Context: an optimization exercise on an open-source flow, tuned for small area, a short achievable clock period and few clock cycles. The choices shown serve that exercise and are no tape-out recipe. The RTL was checked by simulation tests, not by an equivalence proof against the original design.

==> v7: inputs <==
## sha224_message_digest
module sha224_message_digest (
    input  logic         clk,
    input  logic         rst_n,
    input  logic         msg_valid,
    output logic         msg_ready,
    input  logic [31:0]  msg_data_word,
    input  logic [2:0]   msg_byte_count,
    input  logic         msg_last_word,
    output logic         digest_valid,
    input  logic         digest_ready,
    output logic [31:0]  digest_digest_word,
    output logic [2:0]   digest_word_index,
    output logic         digest_digest_last
);
    typedef enum logic [1:0] {S_IDLE, S_RUN, S_FIN} core_state_t;
    core_state_t state_reg, state_next;
    logic [5:0]  rnd_reg, rnd_next;
    logic        blk_first_reg;    
    logic        blk_last_reg;     
    logic        nxt_first_reg;    
    logic        nxt_last_reg;     
    logic        full_reg, full_next;       
    logic [3:0]  pos_reg, pos_next;         
    logic [3:0]  base_reg;         
    logic        broken_reg, broken_next;   
    logic        dbusy_reg, dbusy_next;     
    logic        dvalid_reg;
    logic [2:0]  didx_reg;
    logic        dlast_reg;
    logic [1:0]  drot_reg;         
    logic        dvalid_next;
    logic [2:0]  didx_next;
    logic        dlast_next;
    logic [1:0]  drot_next;
  ...
Settings: LEC_CHECK=0, ABC_AREA=1, CAP_MARGIN=40, CORE_MARGIN=2, CORE_UTILIZATION=60, CTS_BUF_LIST=sky130_fd_sc_hd__clkbuf_8, SLEW_MARGIN=50; clock period 11.0 ns.
standard.sh (not shown) runs the stock make flow with config.mk's settings and CLKGATE_MAP_FILE= SYNTH_SCRIPT=/design/flow/synth_recipe.tcl, a recipe that flattens the netlist after the stock synthesis.
==> flow/flow/run.sh <==
#!/bin/bash
# Standard layout, with timing repair aimed below the clock period so that the
# achieved period comes out shorter. The SDC and clock period are the standard flow's own.
set -euo pipefail
bash standard.sh SETUP_SLACK_MARGIN=6.5 finish > standard_flow.log 2>&1
==> v9: changes against v7 <==
--- a/flow/design.v
+++ b/flow/design.v
@@ -463,15 +463,20 @@
     logic        drain_reg;        
     logic        running, fin, stall, adv, tail, fill, start, add_step;
     logic        can_ins, ins, ins_tail, ins_fill;
     logic        drain_rot, out_accept;
     logic [15:0] win_en;
     logic [31:0] feed_word;
     logic        feed_avail, feed_msg, feed_first, feed_lenlo, feed_msg_next;
-    logic        rdy_reg;          
+    logic        ibv_reg, ibv_next;
+    logic [31:0] ib_data_reg;
+    logic [2:0]  ib_count_reg;
+    logic        ib_last_reg;
+    logic        rdy_reg;
+    logic        take;
     logic        running_n, stall_n, tail_n, fill_n, can_ins_n;
     assign running  = (state_reg == S_RUN);
     assign fin      = (state_reg == S_FIN);
     assign stall    = running && (rnd_reg == 6'd61) && dbusy_reg;
     assign adv      = running && !stall;
     assign tail     = adv && rnd_reg[5] && rnd_reg[4];
     assign fill     = !running && !full_reg;
@@ -480,15 +485,17 @@
                    || (fin && (blk_last_reg || full_reg));
     assign can_ins  = (tail && !broken_reg) || fill;
     assign ins_tail = tail && !broken_reg && feed_avail;
     assign ins_fill = fill && feed_avail;
     assign ins      = ins_tail || ins_fill;
     assign out_accept = dvalid_reg && digest_ready;
     assign drain_rot  = drain_reg;
+    assign take      = !ibv_reg || (can_ins && feed_msg);
     assign msg_ready = rdy_reg;
+    assign ibv_next  = take ? msg_valid : ibv_reg;
     always_comb
     begin
         state_next = state_reg;
         case (state_reg)
             S_RUN:   if (adv && rnd_reg == 6'd63) state_next = S_FIN;
             S_FIN:   if (start) state_next = S_RUN; else if (blk_last_reg) state_next = S_IDLE;
             default: if (start) state_next = S_RUN;
@@ -505,37 +512,48 @@
     assign tail_n    = running_n && !stall_n && rnd_next[5] && rnd_next[4];
     assign fill_n    = !running_n && !full_next;
     assign can_ins_n = (tail_n && !broken_next) || fill_n;
     always_ff @(posedge clk or negedge rst_n)
     begin
         if (!rst_n)
         begin
+            ibv_reg <= 1'b0;
             rdy_reg <= 1'b1;
         end
         else
         begin
-            rdy_reg <= can_ins_n && feed_msg_next;
+            ibv_reg <= ibv_next;
+            rdy_reg <= !ibv_next || (can_ins_n && feed_msg_next);
+        end
+    end
+    always_ff @(posedge clk)
+    begin
+        if (take)
+        begin
+            ib_data_reg  <= msg_data_word;
+            ib_count_reg <= msg_byte_count;
+            ib_last_reg  <= msg_last_word;
         end
     end
     always_comb
     begin
         for (int i = 0; i < 16; i++)
         begin
             win_en[i] = adv || (ins_fill && (4'(i) >= base_reg));
         end
     end
     sha224_pad u_pad (
         .clk           (clk),
         .rst_n         (rst_n),
         .ins           (ins),
         .pos13         (pos_reg == 4'd13),
-        .msg_valid     (msg_valid),
-        .data_word     (msg_data_word),
-        .byte_count    (msg_byte_count),
-        .last_word     (msg_last_word),
+        .msg_valid     (ibv_reg),
+        .data_word     (ib_data_reg),
+        .byte_count    (ib_count_reg),
+        .last_word     (ib_last_reg),
         .feed_word     (feed_word),
         .feed_avail    (feed_avail),
         .feed_msg      (feed_msg),
         .feed_first    (feed_first),
         .feed_lenlo    (feed_lenlo),
         .feed_msg_next (feed_msg_next)
     );
==> qor summary <==
item	v9	v7
Result of the run	no timing/DRC/antenna violations	no timing/DRC/antenna violations
Area of the multi-input gates	32500 um2	31200 um2
Share of the synthesized netlist area taken by xor and xnor gates	9.23%	9.14%
Layout overhead on the synthesized area	18.5%	16.9%
First-iteration detailed-routing DRC count	8470	7584
Routed len/inst	26.6 um	25.3 um
Mean instance size in the synthesized netlist	9.41 um2	9.33 um2
Pre-CTS setup slack	4990 ps	5230 ps
Estimated wirelength of the detail-placed design	180 mm	171 mm
Capture point of the worst reg-to-reg path	u_core.a[16]	u_core.a[17]
Portion of the post-synthesis area used by sequential elements	51.1%	50.7%
Antenna violations before repair	22	17
Core area	113000 um2	111000 um2
Max frequency	0.217 GHz	0.194 GHz
Period utilization	41.9%	46.9%
Testbench counts of v7, summed over its fixed seeds: cycles 49,720.
Testbench counts of v9, summed over its fixed seeds: cycles 49,728.

[afterwards: timing with drivers on the ports]
How much do the figures lean on ideal ports? The routed layouts below were timed once more, with nothing changed but the port constraints.
Step 1 sets driving cells, clkbuf_16 on the clock port and buf_2 on the other inputs (assumed; they add their load-dependent delay and slew).
Step 2 times the ports against the registers' clock, not the clock port: input delays grow and output delays shrink by t, the midpoint of the rising clock arrivals with the driver on.
Slacks: ideal ports / drivers / drivers and shift; pairs: ideal ports / drivers.
| run | t, ns | setup slack, ns | hold WS [ns] | worst slew at a driven data input, ns |
|---|---|---|---|---|
| v7 | 0.981 | 5.844 / 5.844 / 5.766 | 0.376 / 0.376 / 0.376 | 0.04 |
| v9 | 1.035 | 6.394 / 6.394 / 6.394 | 0.355 / 0.355 / 0.355 | 0.06 |
After both steps setup and hold are still met in every run listed. The setup slack of v7, which loses most, moves by 0.000 ns with the drivers and by -0.078 ns with both steps.
